This is an optimization exercise on Yosys and OpenROAD, whose aim is small area, a short achievable clock period and few clock cycles per item, not a production implementation. The RTL was checked by simulation tests, not by an equivalence proof against the original design.

Setup of job 478:
Design epoch_seconds_to_calendar_top, start of the top module:
module epoch_seconds_to_calendar_top (
  input  wire logic        clk,
  input  wire logic        rst,
  input  wire logic        din_valid,
  output wire logic        din_ready,
  input  wire logic [31:0] din_epoch_seconds,
  output wire logic        dout_valid,
  input  wire logic        dout_ready,
  output wire logic [5:0]  dout_second_of_minute,
  output wire logic [5:0]  dout_minute_of_hour,
  output wire logic [4:0]  dout_hour_of_day,
  output wire logic [2:0]  dout_weekday,
  output wire logic [7:0]  dout_year_offset,
  output wire logic [3:0]  dout_month_number,
  output wire logic [4:0]  dout_day_of_month
);
==> flow/config.mk <==
export PLATFORM = sky130hd
export DESIGN_NAME = epoch_seconds_to_calendar_top
export DESIGN_NICKNAME = epoch_seconds_to_calendar_top
export VERILOG_FILES = /design/flow/design.v
export SDC_FILE = /design/flow/constraint.sdc
export NUM_CORES = 4
export LEC_CHECK = 0
export CAP_MARGIN = 20
export CORE_MARGIN = 2
export CORE_UTILIZATION = 40
export SLEW_MARGIN = 20
==> flow/constraint.sdc <==
create_clock -name core_clock -period 11.0 [get_ports {clk}]
set_input_delay 2.2000 -clock core_clock [delete_from_list [all_inputs] [get_ports {clk}]]
set_output_delay 2.2000 -clock core_clock [all_outputs]
set_load 0.01 [all_outputs]
standard.sh (not shown) runs the stock make flow with config.mk's settings and CLKGATE_MAP_FILE= SYNTH_SCRIPT=/design/flow/synth_recipe.tcl, a recipe that flattens the netlist after the stock synthesis.
==> flow/flow/run.sh <==
#!/bin/bash
# The standard layout (the standard.sh: ORFS synthesis through finish) with timing repair
# aimed at 5 ns of setup slack, and the port buffers made with buf_2 cells.
set -euo pipefail
bash standard.sh SETUP_SLACK_MARGIN=5 'BUFFER_PORTS_ARGS=-buffer_cell sky130_fd_sc_hd__buf_2' finish > standard_finish.log 2>&1
Testbench counts of job 478, summed over its fixed seeds: cycles 8,024, items 8,000.
Changes in job 2858 relative to job 478:
==> flow/flow/run.sh <==
#!/bin/bash
# The standard layout (the standard.sh: ORFS synthesis through finish) with timing repair
# aimed at 5.5 ns of setup slack, and the port buffers made with buf_1 cells.
set -euo pipefail
bash standard.sh SETUP_SLACK_MARGIN=5.5 'BUFFER_PORTS_ARGS=-buffer_cell sky130_fd_sc_hd__buf_1' finish > standard_finish.log 2>&1
Findings:
- Compared with job 478, in job 2858 total detailed-routing wirelength now smaller, setup slack now larger, part of the cycle the worst path needs now smaller, final weighted congestion of routability-driven global placement now larger.
- Share of cells above drive strength 1 ended up 2.7 points lower on job 2858 than on job 478.
- Fmax: job 2858 above job 478
- Worst hold slack: job 2858 vs job 478, no meaningful difference
- Cmp job 478 and job 2858 / via count of the routed design / higher: job 478
### job 2858 -> job 2008
==> flow/flow/run.sh <==
#!/bin/bash
set -euo pipefail
bash standard.sh SETUP_SLACK_MARGIN=5.5 finish > standard_finish.log 2>&1
From job 2858 to job 2008 the numbers moved as follows: non-clock buffer contribution to total cell area now larger, fraction of the core area covered by cells at the end of the flow now larger.

---

job 2108:
epoch_seconds_to_calendar_top again, from the RTL that the note above started with.
make LEC_CHECK=0 CAP_MARGIN=20 CORE_MARGIN=2 CORE_UTILIZATION=40 SETUP_SLACK_MARGIN=4.6 SLEW_MARGIN=20 finish   # period 11.0 ns
run.sh (not shown) runs the stock make flow with config.mk's settings and CLKGATE_MAP_FILE= SYNTH_SCRIPT=/design/flow/synth_recipe.tcl, a recipe that flattens the netlist after the stock synthesis.
Stock flow here: none of the scripts above is used.
Job 2108: flow completed, timing, DRC and antenna clean
Testbench counts of job 2108, summed over its fixed seeds: cycles 8,024, items 8,000.
Input-level comparison between job 6856 and job 2108:
# job 2108
export LEC_CHECK = 0
export CAP_MARGIN = 20
export CORE_MARGIN = 2
export CORE_UTILIZATION = 40
export SETUP_SLACK_MARGIN = 4.6
export SLEW_MARGIN = 20
create_clock -name core_clock -period 11.0 [get_ports {clk}]
# job 6856
export LEC_CHECK = 0
export CAP_MARGIN = 0
export CORE_MARGIN = 2
export CORE_UTILIZATION = 40
export SLEW_MARGIN = 0
create_clock -name core_clock -period 11.0 [get_ports {clk}]
==> flow/flow/run.sh (new file) <==
#!/bin/bash
# The standard layout (the standard.sh: ORFS synthesis through finish) with timing repair
# aimed at 5 ns of setup slack, and the port buffers made with buf_1 cells.
set -euo pipefail
bash standard.sh SETUP_SLACK_MARGIN=5 'BUFFER_PORTS_ARGS=-buffer_cell sky130_fd_sc_hd__buf_1' finish > standard_finish.log 2>&1
==> flow/standard.sh (new file) <==
#!/bin/bash
# synth_recipe.tcl (not shown) runs the flow's synth.tcl, then flattens the netlist and writes it again
# the make line also repeats each setting of config.mk as NAME=value (left out here)
make -C /OpenROAD-flow-scripts/flow DESIGN_CONFIG=/design/flow/config.mk WORK_HOME=/design/flow/orfs CLKGATE_MAP_FILE= SYNTH_SCRIPT=/design/flow/synth_recipe.tcl "${@:-finish}"
removed: flow/run.sh
- NOTE total non-filler cell area in the finished layout job 2108->job 6856 decreased slightly
- As far as number of cells on the worst hold path goes, job 6856 and job 2108 are indistinguishable; the numbers are identical.
- Job 6856: done, clean on timing, DRC and antenna
- Compared with job 2108, in job 6856 worst setup slack up 0.25 ns, number of global-route vias before repair up about 4%.
The following lists how job 6937 was set up differently from job 6856:
# job 6856
export LEC_CHECK = 0
export CAP_MARGIN = 0
export CORE_MARGIN = 2
export CORE_UTILIZATION = 40
export SLEW_MARGIN = 0
create_clock -name core_clock -period 11.0 [get_ports {clk}]
# job 6937
export LEC_CHECK = 0
export CAP_MARGIN = 20
export CORE_MARGIN = 2
export CORE_UTILIZATION = 55
export SLEW_MARGIN = 20
create_clock -name core_clock -period 11.0 [get_ports {clk}]
Results
Per the comparison of job 6937 with job 6856, first-iteration DRC count went up, number of vias per cell after detailed routing increased about 6%, largest fanout of any net on the critical path now sits lower, minimum clock period dropped 0.058 ns.
Job 6937 and job 6856 ended up with nearly the same hold slack.
Looking at critical path arrival across job 6937 and job 6856, the one that comes out higher is job 6856.
Input-level comparison between job 3776 and job 6937:
# job 6937
export LEC_CHECK = 0
export CAP_MARGIN = 20
export CORE_MARGIN = 2
export CORE_UTILIZATION = 55
export SLEW_MARGIN = 20
create_clock -name core_clock -period 11.0 [get_ports {clk}]
# job 3776
export LEC_CHECK = 0
export CAP_MARGIN = 20
export CORE_MARGIN = 2
export CORE_UTILIZATION = 40
export SETUP_SLACK_MARGIN = 5
export SLEW_MARGIN = 20
create_clock -name core_clock -period 11.0 [get_ports {clk}]
==> flow/run.sh (new file) <==
#!/bin/bash
# synth_recipe.tcl (not shown) runs the flow's synth.tcl, then flattens the netlist and writes it again
# the make line also repeats each setting of config.mk as NAME=value (left out here)
make -C /OpenROAD-flow-scripts/flow DESIGN_CONFIG=/design/flow/config.mk WORK_HOME=/design/flow/orfs CLKGATE_MAP_FILE= SYNTH_SCRIPT=/design/flow/synth_recipe.tcl finish
removed: flow/flow/run.sh
removed: flow/standard.sh
- Compare job 6937 and job 3776 | share of the clock period used by the worst path lower: job 6937
- Global-route track usage on met2: job 3776 lower than job 6937
- Taking job 6937 as the reference, in job 3776 standard-cell row count up 17%; via density per instance down 5.3%; final wirelength up 1.3%.
- For length of the first detailed-routing pass in iterations, job 3776 and job 6937 come out practically identical.
- Status: area taken by multi-input logic gates parity (job 3776, job 6937)
For job 4756, these inputs were changed with respect to job 3776:
# job 3776
export LEC_CHECK = 0
export CAP_MARGIN = 20
export CORE_MARGIN = 2
export CORE_UTILIZATION = 40
export SETUP_SLACK_MARGIN = 5
export SLEW_MARGIN = 20
create_clock -name core_clock -period 11.0 [get_ports {clk}]
# job 4756
export LEC_CHECK = 0
export CAP_MARGIN = 20
export CORE_MARGIN = 2
export CORE_UTILIZATION = 40
export SLEW_MARGIN = 20
create_clock -name core_clock -period 11.0 [get_ports {clk}]
==> flow/flow/run.sh (new file) <==
#!/bin/bash
set -euo pipefail
bash standard.sh SETUP_SLACK_MARGIN=6.0 finish > standard_finish.log 2>&1
==> flow/standard.sh (new file) <==
#!/bin/bash
# synth_recipe.tcl (not shown) runs the flow's synth.tcl, then flattens the netlist and writes it again
# the make line also repeats each setting of config.mk as NAME=value (left out here)
make -C /OpenROAD-flow-scripts/flow DESIGN_CONFIG=/design/flow/config.mk WORK_HOME=/design/flow/orfs CLKGATE_MAP_FILE= SYNTH_SCRIPT=/design/flow/synth_recipe.tcl "${@:-finish}"
removed: flow/run.sh
Delta (job 4756 minus job 3776): via count rose by about 1.7%, post-synthesis share of cell area spent on xor and xnor gates comparable.
Final critical-path required period: higher on job 4756
Inputs modified between job 4756 and job 8469:
==> flow/flow/run.sh <==
#!/bin/bash
# The standard layout (the standard.sh: ORFS synthesis through finish) with timing repair
# aimed at 5 ns of setup slack, and the port buffers made with buf_1 cells.
set -euo pipefail
bash standard.sh SETUP_SLACK_MARGIN=5 'BUFFER_PORTS_ARGS=-buffer_cell sky130_fd_sc_hd__buf_1' finish > standard_finish.log 2>&1
### Flow results
- Job 8469 completed end to end with timing, DRC and antenna clean.
- Going from job 4756 to job 8469, post-detailed-route wirelength per cell shrank slightly.
- Compared with job 4756, job 8469 shows a higher highest fanout seen on the critical path.
- | combined buffer and inverter count along the critical path | job 8469 vs job 4756 | 1 higher |
- The run showing the smaller layout overhead on the synthesized area is job 8469.
- Relative to job 4756, wire length of the first global-routing pass decreased by 4.9% in job 8469.
- Per the comparison of job 8469 with job 4756, non-clock buffer instance count of the final layout shrank by 56.

==> what the ideal ports hide <==
Ports are ideal in the flow. The routed layouts listed here were re-timed in OpenROAD.
Step 1 assumes that a clkbuf_16 drives the clock port and a buf_2 every other input.
Step 2, shift: input delay + t, output delay - t, t = (earliest + latest rising clock arrival at the registers) / 2. This alone moves slack from input paths to output paths.
a / b / c = ideal / step 1 / step 2; a / b = the first two.
| run | t, ns | slack for setup (ns) | worst register clock-pin slew, ns |
|---|---|---|---|
| job 478 | 0.479 | 4.742 / 4.742 / 4.508 | 0.07 / 0.07 |
| job 2858 | 0.486 | 4.834 / 4.834 / 4.708 | 0.07 / 0.07 |
| job 2008 | 0.491 | 4.915 / 4.915 / 4.619 | 0.07 / 0.07 |
| job 2108 | 0.493 | 4.729 / 4.729 / 4.327 | 0.07 / 0.07 |
| job 6856 | 0.488 | 4.978 / 4.978 / 4.626 | 0.07 / 0.07 |
| job 6937 | 0.468 | 5.036 / 5.036 / 4.649 | 0.07 / 0.07 |
| job 3776 | 0.485 | 4.915 / 4.915 / 4.616 | 0.07 / 0.07 |
| job 4756 | 0.484 | 4.902 / 4.902 / 4.631 | 0.07 / 0.07 |
| job 8469 | 0.488 | 4.978 / 4.978 / 4.626 | 0.07 / 0.07 |
After both steps setup and hold are still met in every run listed. The setup slack of job 2108, which loses most, moves by 0.000 ns with the drivers and by -0.402 ns with both steps.
